Source: an optimization exercise on an open RTL-to-GDS flow (aim: small area). Production flows keep margins and buffers that such runs may drop. Function was checked by simulation only, so behaviour that the tests miss may differ from the original. No activity file was given, so power comes from the tool's default toggle rates.

==> run E <==
==> flow/design.v <==
module board_frame_compositor #(
  parameter int WIDTH        = 16,
  parameter int HEIGHT       = 16,
  parameter int N_LANES      = 4,
  parameter int ROW_W        = $clog2(HEIGHT),
  parameter int COL_W        = $clog2(WIDTH),
  parameter int BLINK_CYCLES = 12500000
) (
  input  logic                       clk,
  input  logic                       reset,
  input  logic                       frame_strobe,
  input  logic [N_LANES*ROW_W-1:0]   lane_row,
  input  logic [N_LANES*WIDTH-1:0]   lane_data,
  input  logic [ROW_W-1:0]           frog_row,
  input  logic [COL_W-1:0]           frog_col,
  input  logic [ROW_W-1:0]           win_row,
  input  logic                       clear_hit,
  output logic [HEIGHT*WIDTH-1:0]    RedPixels,
  output logic [HEIGHT*WIDTH-1:0]    GrnPixels,
  output logic                       busy,
  output logic                       frame_done,
  output logic                       hit,
  output logic                       win
);
  localparam int RW = $clog2(HEIGHT);
  localparam int CW = $clog2(WIDTH);
  localparam int LW = ROW_W + WIDTH;
  localparam int CNT_W   = $clog2(N_LANES + 3);
  localparam int PUB_CNT = N_LANES + 2;
  logic [CNT_W-1:0] cnt;
  logic             snap_en, pub_en, chk_en;
  assign snap_en = (cnt == '0) && frame_strobe;
  assign pub_en  = (cnt == CNT_W'(PUB_CNT));
  assign chk_en  = (cnt >= CNT_W'(2)) && (cnt <= CNT_W'(N_LANES + 1));
  assign busy    = (cnt != '0);
  always_ff @(posedge clk or negedge reset) begin
    if (!reset)       cnt <= '0;
    else if (snap_en) cnt <= CNT_W'(1);
    else if (pub_en)  cnt <= '0;
    else if (busy)    cnt <= cnt + 1'b1;
  end
  logic [N_LANES*LW-1:0]      pend;
  logic [RW-1:0]              pend_frow;
  logic [CW-1:0]              pend_fcol;
  logic                       pend_ok, pend_win;
  logic in_ok;
  assign in_ok = (frog_row < ROW_W'(HEIGHT)) && (frog_col < COL_W'(WIDTH));
  always_ff @(posedge clk) begin
    if (snap_en) begin
      for (int i = 0; i < N_LANES; i++)
        pend[i*LW +: LW] <= {lane_row[i*ROW_W +: ROW_W], lane_data[i*WIDTH +: WIDTH]};
      pend_frow <= frog_row[RW-1:0];
      pend_fcol <= frog_col[CW-1:0];
      pend_ok   <= in_ok;
      pend_win  <= in_ok && (frog_row == win_row);
    end else begin
      for (int i = 0; i < N_LANES; i++)
        pend[i*LW +: LW] <= pend[((i + 1) % N_LANES)*LW +: LW];
    end
  end
  logic [ROW_W-1:0] chk_row;
  logic [WIDTH-1:0] chk_data;
  logic             coll;
  assign chk_row  = pend[(N_LANES-1)*LW + WIDTH +: ROW_W];
  assign chk_data = pend[(N_LANES-1)*LW +: WIDTH];
  assign coll     = pend_ok && (chk_row == ROW_W'(pend_frow)) && chk_data[pend_fcol];
  logic [N_LANES*RW-1:0]         pub_row;
  logic [N_LANES*WIDTH-1:0]      pub_data;
  logic [RW-1:0]                 pub_frow;
  logic [CW-1:0]                 pub_fcol;
  logic                          pub_ok;
  logic [N_LANES-1:0] pub_oor;
  always_ff @(posedge clk or negedge reset) begin
    if (!reset) begin
      pub_oor <= '1;
      pub_ok  <= 1'b0;
      win     <= 1'b0;
    end else if (pub_en) begin
      for (int i = 0; i < N_LANES; i++)
        pub_oor[i] <= (pend[i*LW + WIDTH +: ROW_W] >= ROW_W'(HEIGHT));
      pub_ok <= pend_ok;
      win    <= pend_win;
    end
  end
  localparam int PUB_W = N_LANES*RW + N_LANES*WIDTH + RW + CW;
  logic [PUB_W-1:0] pub_q, pub_d, pub_new;
  always_comb begin
    for (int i = 0; i < N_LANES; i++) begin
      pub_new[i*RW +: RW]                   = pend[i*LW + WIDTH +: RW];
      pub_new[N_LANES*RW + i*WIDTH +: WIDTH] = pend[i*LW +: WIDTH];
    end
    pub_new[N_LANES*(RW+WIDTH) +: RW] = pend_frow;
    pub_new[N_LANES*(RW+WIDTH) + RW +: CW] = pend_fcol;
  end
  compositor_mux #(.W(PUB_W)) u_pub_mux (.sel(pub_en), .a(pub_new), .b(pub_q), .y(pub_d));
  always_ff @(posedge clk) pub_q <= pub_d;
  assign pub_row  = pub_q[0 +: N_LANES*RW];
  assign pub_data = pub_q[N_LANES*RW +: N_LANES*WIDTH];
  assign pub_frow = pub_q[N_LANES*(RW+WIDTH) +: RW];
  assign pub_fcol = pub_q[N_LANES*(RW+WIDTH) + RW +: CW];
  logic [HEIGHT*N_LANES-1:0] sel;
  always_comb begin
    for (int r = 0; r < HEIGHT; r++)
      for (int i = 0; i < N_LANES; i++)
        sel[r*N_LANES + i] = !pub_oor[i] && (pub_row[i*RW +: RW] == RW'(r));
  end
  for (genvar r = 0; r < HEIGHT; r++) begin : g_row
    for (genvar c = 0; c < WIDTH; c++) begin : g_col
      logic [N_LANES-1:0] col_bits;
      for (genvar i = 0; i < N_LANES; i++) begin : g_lane
        assign col_bits[i] = pub_data[i*WIDTH + c];
      end
      compositor_and_or #(.N(N_LANES)) u_px (
        .sel(sel[r*N_LANES +: N_LANES]), .data(col_bits), .y(RedPixels[r*WIDTH + c])
      );
    end
  end
  always_comb begin
    for (int r = 0; r < HEIGHT; r++)
      for (int c = 0; c < WIDTH; c++)
        GrnPixels[r*WIDTH + c] = pub_ok && (pub_frow == RW'(r)) && ((pub_fcol == CW'(c)) || win);
  end
  always_ff @(posedge clk or negedge reset) begin
    if (!reset) begin
      frame_done <= 1'b0;
      hit        <= 1'b0;
    end else begin
      frame_done <= pub_en;
      if (chk_en && coll) hit <= 1'b1;
      else if (clear_hit) hit <= 1'b0;
    end
  end
endmodule
module compositor_and_or #(
  parameter int N = 8
) (
  input  logic [N-1:0] sel,
  input  logic [N-1:0] data,
  output logic         y
);
  localparam int G = (N + 2) / 3;
  logic [G-1:0] grp_n;
  for (genvar g = 0; g < G; g++) begin : g_grp
    localparam int K = (N - 3*g > 3) ? 3 : N - 3*g;
    compositor_aoi #(.K(K)) u_aoi (.a(sel[3*g +: K]), .b(data[3*g +: K]), .y_n(grp_n[g]));
  end
  compositor_nand #(.K(G)) u_nand (.a(grp_n), .y(y));
endmodule
module compositor_aoi #(
  parameter int K = 3
) (
  input  logic [K-1:0] a,
  input  logic [K-1:0] b,
  output logic         y_n
);
  assign y_n = ~|(a & b);
endmodule
module compositor_nand #(
  parameter int K = 3
) (
  input  logic [K-1:0] a,
  output logic         y
);
  assign y = ~&a;
endmodule
module compositor_mux #(
  parameter int W = 1
) (
  input  logic         sel,
  input  logic [W-1:0] a,
  input  logic [W-1:0] b,
  output logic [W-1:0] y
);
  assign y = sel ? a : b;
endmodule
module board_compositor_top (
  input  logic           clk,
  input  logic           reset,
  input  logic           frame_strobe,
  input  logic [39:0]    lane_row,
  input  logic [127:0]   lane_data,
  input  logic [4:0]     frog_row,
  input  logic [4:0]     frog_col,
  input  logic [4:0]     win_row,
  input  logic           clear_hit,
  output logic [255:0]   RedPixels,
  output logic [255:0]   GrnPixels,
  output logic           busy,
  output logic           frame_done,
  output logic           hit,
  output logic           win
);
  board_frame_compositor #(
    .WIDTH(16), .HEIGHT(16), .N_LANES(8), .ROW_W(5), .COL_W(5)
  ) u_comp (
    .clk(clk), .reset(reset), .frame_strobe(frame_strobe),
    .lane_row(lane_row), .lane_data(lane_data),
    .frog_row(frog_row), .frog_col(frog_col), .win_row(win_row),
    .clear_hit(clear_hit),
    .RedPixels(RedPixels), .GrnPixels(GrnPixels),
    .busy(busy), .frame_done(frame_done), .hit(hit), .win(win)
  );
endmodule
==> flow/flow/run.sh <==
#!/bin/bash
# The standard layout (standard.sh) with these changes to how it is made:
#  - the combinational logic is mapped by ABC for area only (amap) instead of ORFS's
#    delay-oriented "area" script; registers are mapped exactly as in the standard synthesis;
#  - the port buffers use the smallest buffer cell instead of the default delay buffer;
#  - the pins are spread along the die edge (at least 4 tracks apart);
#  - clock tree: small clock buffers, larger sink clusters, no dummy balancing loads.
set -euo pipefail
rm -rf scripts_area
cp -r "$FLOW_HOME/scripts" scripts_area
printf 'strash\ndch\namap\ntopo\n' > scripts_area/abc_area.script
bash standard.sh "SCRIPTS_DIR=$PWD/scripts_area" \
  "BUFFER_PORTS_ARGS=-buffer_cell sky130_fd_sc_hd__buf_1" \
  "PLACE_PINS_ARGS=-min_distance 4 -min_distance_in_tracks" \
  "CTS_ARGS=-sink_clustering_enable -repair_clock_nets -buf_list sky130_fd_sc_hd__clkbuf_4 -sink_clustering_size 16 -sink_clustering_max_diameter 60 -dont_use_dummy_load" \
  finish > flow_make.log 2>&1
==> flow/standard.sh <==
#!/bin/bash
# synth_recipe.tcl (not shown) runs the flow's synth.tcl, then flattens the netlist and writes it again
# the make line also repeats each setting of config.mk as NAME=value (left out here)
make -C /OpenROAD-flow-scripts/flow DESIGN_CONFIG=/design/flow/config.mk WORK_HOME=/design/flow/orfs CLKGATE_MAP_FILE= SYNTH_SCRIPT=/design/flow/synth_recipe.tcl "${@:-finish}"
==> flow/config.mk <==
export PLATFORM = sky130hd
export DESIGN_NAME = board_compositor_top
export DESIGN_NICKNAME = board_compositor_top
export VERILOG_FILES = /design/flow/design.v
export SDC_FILE = /design/flow/constraint.sdc
export NUM_CORES = 4
export LEC_CHECK = 0
export ABC_AREA = 1
export CAP_MARGIN = 10
export CELL_PAD_IN_SITES_DETAIL_PLACEMENT = 1
export CELL_PAD_IN_SITES_GLOBAL_PLACEMENT = 2
export CORE_AREA = 10 10 370 370
export CTS_BUF_LIST = sky130_fd_sc_hd__clkbuf_4
export DIE_AREA = 0 0 380 380
export MIN_ROUTING_LAYER = met2
export PLACE_DENSITY = 0.5
export SLEW_MARGIN = 10
export SYNTH_HIERARCHICAL = 1
export SYNTH_MINIMUM_KEEP_SIZE = 0
==> flow/constraint.sdc <==
create_clock -name core_clock -period 5.0 [get_ports {clk}]
set_input_delay 1.0000 -clock core_clock [delete_from_list [all_inputs] [get_ports {clk}]]
set_output_delay 1.0000 -clock core_clock [all_outputs]
set_load 0.01 [all_outputs]
==> inputs of run B, as changes to run E <==
==> flow/design.v, changed modules only <==
module board_frame_compositor #(
  parameter int WIDTH        = 16,
  parameter int HEIGHT       = 16,
  parameter int N_LANES      = 4,
  parameter int ROW_W        = $clog2(HEIGHT),
  parameter int COL_W        = $clog2(WIDTH),
  parameter int BLINK_CYCLES = 12500000
) (
  input  logic                       clk,
  input  logic                       reset,
  input  logic                       frame_strobe,
  input  logic [N_LANES*ROW_W-1:0]   lane_row,
  input  logic [N_LANES*WIDTH-1:0]   lane_data,
  input  logic [ROW_W-1:0]           frog_row,
  input  logic [COL_W-1:0]           frog_col,
  input  logic [ROW_W-1:0]           win_row,
  input  logic                       clear_hit,
  output logic [HEIGHT*WIDTH-1:0]    RedPixels,
  output logic [HEIGHT*WIDTH-1:0]    GrnPixels,
  output logic                       busy,
  output logic                       frame_done,
  output logic                       hit,
  output logic                       win
);
  localparam int RW = $clog2(HEIGHT);
  localparam int CW = $clog2(WIDTH);
  localparam int LW = ROW_W + WIDTH;
  localparam int CNT_W   = $clog2(N_LANES + 3);
  localparam int PUB_CNT = N_LANES + 2;
  logic [CNT_W-1:0] cnt;
  logic             snap_en, pub_en, chk_en;
  assign snap_en = (cnt == '0) && frame_strobe;
  assign pub_en  = (cnt == CNT_W'(PUB_CNT));
  assign chk_en  = (cnt >= CNT_W'(2)) && (cnt <= CNT_W'(N_LANES + 1));
  assign busy    = (cnt != '0);
  always_ff @(posedge clk or negedge reset) begin
    if (!reset)       cnt <= '0;
    else if (snap_en) cnt <= CNT_W'(1);
    else if (pub_en)  cnt <= '0;
    else if (busy)    cnt <= cnt + 1'b1;
  end
  logic [N_LANES*LW-1:0]      pend;
  logic [RW-1:0]              pend_frow;
  logic [CW-1:0]              pend_fcol;
  logic                       pend_ok, pend_win;
  logic in_ok;
  assign in_ok = (frog_row < ROW_W'(HEIGHT)) && (frog_col < COL_W'(WIDTH));
  always_ff @(posedge clk) begin
    if (snap_en) begin
      for (int i = 0; i < N_LANES; i++)
        pend[i*LW +: LW] <= {lane_row[i*ROW_W +: ROW_W], lane_data[i*WIDTH +: WIDTH]};
      pend_frow <= frog_row[RW-1:0];
      pend_fcol <= frog_col[CW-1:0];
      pend_ok   <= in_ok;
      pend_win  <= in_ok && (frog_row == win_row);
    end else begin
      for (int i = 0; i < N_LANES; i++)
        pend[i*LW +: LW] <= pend[((i + 1) % N_LANES)*LW +: LW];
    end
  end
  logic [ROW_W-1:0] chk_row;
  logic [WIDTH-1:0] chk_data;
  logic             coll;
  assign chk_row  = pend[(N_LANES-1)*LW + WIDTH +: ROW_W];
  assign chk_data = pend[(N_LANES-1)*LW +: WIDTH];
  assign coll     = pend_ok && (chk_row == ROW_W'(pend_frow)) && chk_data[pend_fcol];
  logic [N_LANES*RW-1:0]         pub_row;
  logic [N_LANES*WIDTH-1:0]      pub_data;
  logic [RW-1:0]                 pub_frow;
  logic [CW-1:0]                 pub_fcol;
  logic                          pub_ok;
  logic [N_LANES-1:0] pub_oor;
  always_ff @(posedge clk or negedge reset) begin
    if (!reset) begin
      pub_oor <= '1;
      pub_ok  <= 1'b0;
      win     <= 1'b0;
    end else if (pub_en) begin
      for (int i = 0; i < N_LANES; i++)
        pub_oor[i] <= (pend[i*LW + WIDTH +: ROW_W] >= ROW_W'(HEIGHT));
      pub_ok <= pend_ok;
      win    <= pend_win;
    end
  end
  always_ff @(posedge clk) begin
    if (pub_en) begin
      for (int i = 0; i < N_LANES; i++) begin
        pub_row[i*RW +: RW]       <= pend[i*LW + WIDTH +: RW];
        pub_data[i*WIDTH +: WIDTH] <= pend[i*LW +: WIDTH];
      end
      pub_frow <= pend_frow;
      pub_fcol <= pend_fcol;
    end
  end
  always_comb begin
    for (int r = 0; r < HEIGHT; r++) begin
      logic [WIDTH-1:0] acc;
      acc = '0;
      for (int i = 0; i < N_LANES; i++)
        if (!pub_oor[i] && pub_row[i*RW +: RW] == RW'(r)) acc = acc | pub_data[i*WIDTH +: WIDTH];
      RedPixels[r*WIDTH +: WIDTH] = acc;
    end
  end
  always_comb begin
    for (int r = 0; r < HEIGHT; r++)
      for (int c = 0; c < WIDTH; c++)
        GrnPixels[r*WIDTH + c] = pub_ok && (pub_frow == RW'(r)) && ((pub_fcol == CW'(c)) || win);
  end
  always_ff @(posedge clk or negedge reset) begin
    if (!reset) begin
      frame_done <= 1'b0;
      hit        <= 1'b0;
    end else begin
      frame_done <= pub_en;
      if (chk_en && coll) hit <= 1'b1;
      else if (clear_hit) hit <= 1'b0;
    end
  end
endmodule
// module compositor_and_or removed
// module compositor_aoi removed
// module compositor_nand removed
// module compositor_mux removed
==> flow/flow/run.sh (replaced) <==
#!/bin/bash
# The standard layout (standard.sh) with two changes to how it is made:
#  - the combinational logic is mapped by ABC for area only (map -a) instead of ORFS's
#    delay-oriented "area" script; registers are mapped exactly as in the standard synthesis;
#  - the port buffers use the smallest buffer cell instead of the default delay buffer.
set -euo pipefail
rm -rf scripts_area
cp -r "$FLOW_HOME/scripts" scripts_area
printf 'strash\ndch\nmap -a\ntopo\n' > scripts_area/abc_area.script
bash standard.sh "SCRIPTS_DIR=$PWD/scripts_area" \
  "BUFFER_PORTS_ARGS=-buffer_cell sky130_fd_sc_hd__buf_1" finish > flow_make.log 2>&1
==> flow/config.mk (replaced) <==
export PLATFORM = sky130hd
export DESIGN_NAME = board_compositor_top
export DESIGN_NICKNAME = board_compositor_top
export VERILOG_FILES = /design/flow/design.v
export SDC_FILE = /design/flow/constraint.sdc
export NUM_CORES = 4
export LEC_CHECK = 0
export ABC_AREA = 1
export CAP_MARGIN = 20
export CELL_PAD_IN_SITES_DETAIL_PLACEMENT = 1
export CELL_PAD_IN_SITES_GLOBAL_PLACEMENT = 2
export CORE_AREA = 10 10 370 370
export DIE_AREA = 0 0 380 380
export PLACE_DENSITY = 0.35
export SLEW_MARGIN = 20
==> inputs of run Y, as changes to run E <==
==> flow/flow/run.sh (replaced) <==
#!/bin/bash
# The standard layout (standard.sh) with these changes to how it is made:
#  - the combinational logic is mapped by ABC for area only (amap) instead of ORFS's
#    delay-oriented "area" script; registers are mapped exactly as in the standard synthesis;
#  - the port buffers use the smallest buffer cell instead of the default delay buffer;
#  - the pins are spread along the die edge (at least 3 tracks apart);
#  - global routing offers less of met1/met2 (flow/fastroute.tcl);
#  - clock tree: small clock buffers, sink clusters of up to 8, no dummy balancing loads.
set -euo pipefail
rm -rf scripts_area
cp -r "$FLOW_HOME/scripts" scripts_area
printf 'strash\ndch\namap\ntopo\n' > scripts_area/abc_area.script
bash standard.sh "SCRIPTS_DIR=$PWD/scripts_area" \
  "BUFFER_PORTS_ARGS=-buffer_cell sky130_fd_sc_hd__buf_1" \
  "FASTROUTE_TCL=$PWD/flow/fastroute.tcl" \
  "PLACE_PINS_ARGS=-min_distance 3 -min_distance_in_tracks" \
  "CTS_ARGS=-sink_clustering_enable -repair_clock_nets -buf_list sky130_fd_sc_hd__clkbuf_4 -sink_clustering_size 8 -sink_clustering_max_diameter 40 -dont_use_dummy_load" \
  finish > flow_make.log 2>&1
==> flow/flow/fastroute.tcl (new file) <==
# sky130hd's global routing setup, with less of met1 and met2 offered to the global router so
# that more of the long crossbar wiring goes to met3 and met4.
set_global_routing_layer_adjustment $::env(MIN_ROUTING_LAYER)-$::env(MAX_ROUTING_LAYER) 0.2
set_global_routing_layer_adjustment met1 0.6
set_global_routing_layer_adjustment met2 0.4

set_routing_layers -clock $::env(MIN_CLK_ROUTING_LAYER)-$::env(MAX_ROUTING_LAYER)
set_routing_layers -signal $::env(MIN_ROUTING_LAYER)-$::env(MAX_ROUTING_LAYER)
--- a/flow/config.mk
+++ b/flow/config.mk
@@ -6,14 +6,13 @@
 export NUM_CORES = 4
 export LEC_CHECK = 0
 export ABC_AREA = 1
-export CAP_MARGIN = 10
+export CAP_MARGIN = 20
 export CELL_PAD_IN_SITES_DETAIL_PLACEMENT = 1
 export CELL_PAD_IN_SITES_GLOBAL_PLACEMENT = 2
 export CORE_AREA = 10 10 370 370
 export CTS_BUF_LIST = sky130_fd_sc_hd__clkbuf_4
 export DIE_AREA = 0 0 380 380
-export MIN_ROUTING_LAYER = met2
 export PLACE_DENSITY = 0.5
-export SLEW_MARGIN = 10
+export SLEW_MARGIN = 20
 export SYNTH_HIERARCHICAL = 1
 export SYNTH_MINIMUM_KEEP_SIZE = 0
==> qor summary <==
quantity	run Y	run B	run E
Seq power	8.10 mW	5.62 mW	-
Pin count of the biggest net entering global routing	100	106	-
Global-route wire length before repair	299,000 um	297,000 um	-
Highest-delay cell along the critical path	nor2_1	nand3_1	-
Slack of the critical path	319 ps	210 ps	-
Slew headroom	18.4%	16.5%	-
Outcome	complete, no violations	complete, no violations	stopped before the end
Failing step	-	-	3_2_place_iop
Critical Setup Path Class	register to primary output	register to primary output	-
Worst reg2reg startpoint	u_comp.cnt[2]$_DFFE_PN0P_	u_comp.cnt[2]$_DFFE_PN0P_	-
Fraction of area in clock buffers and inverters	2.06%	5.03%	-
Worst reg-to-reg setup slack	2320 ps	2460 ps	-
Length of the first detailed-routing pass in iterations	15	6	-
Pin slew with the least headroom to its limit	1220 ps	1250 ps	-
Fraction of the mapped netlist area in simple logic gates	16.2%	19.9%	16.2%
Number of antenna violations at the first check in global routing	49	27	-
Core Area	129,000 sq um	129,000 sq um	-
Path class of the lowest-slack min-delay path	primary input to async pin	primary input to async pin	-
Post-synthesis instance area	21,400 sq um	23,200 sq um	21,400 sq um
Top achievable clock speed	214 MHz	209 MHz	-
Number of inserted diodes	26	9	-
Mean instance size in the synthesized netlist	9.01 sq um	7.11 sq um	9.01 sq um
Number of global-route vias before repair	35,410	33,664	-
Number of nets produced by synthesis	2,561	3,455	2,561
Area enclosed by the die boundary	144,000 sq um	144,000 sq um	-
Maximum Capacitance Violations	0	0	-
Number of sequential storage elements	362	362	-

## static timing again, ports no longer ideal
How much do the figures lean on ideal ports? The routed layouts below were timed once more, with nothing changed but the port constraints.
Step 1 sets driving cells, clkbuf_16 on the clock port and buf_2 on the other inputs (assumed; they add their load-dependent delay and slew).
Step 2 times the ports against the registers' clock, not the clock port: input delays grow and output delays shrink by t, the midpoint of the rising clock arrivals with the driver on.
Slacks: ideal / step 1 / step 2; pairs: ideal / step 1.
run	t (ns)	setup WS [ns]	hold WS [ns]
run B	0.720	0.210 / 0.126 / 0.846	0.362 / 0.304 / 0.401
run Y	0.934	0.319 / 0.260 / 1.194	0.131 / 0.148 / 0.426
After both steps setup and hold are still met in every run listed.
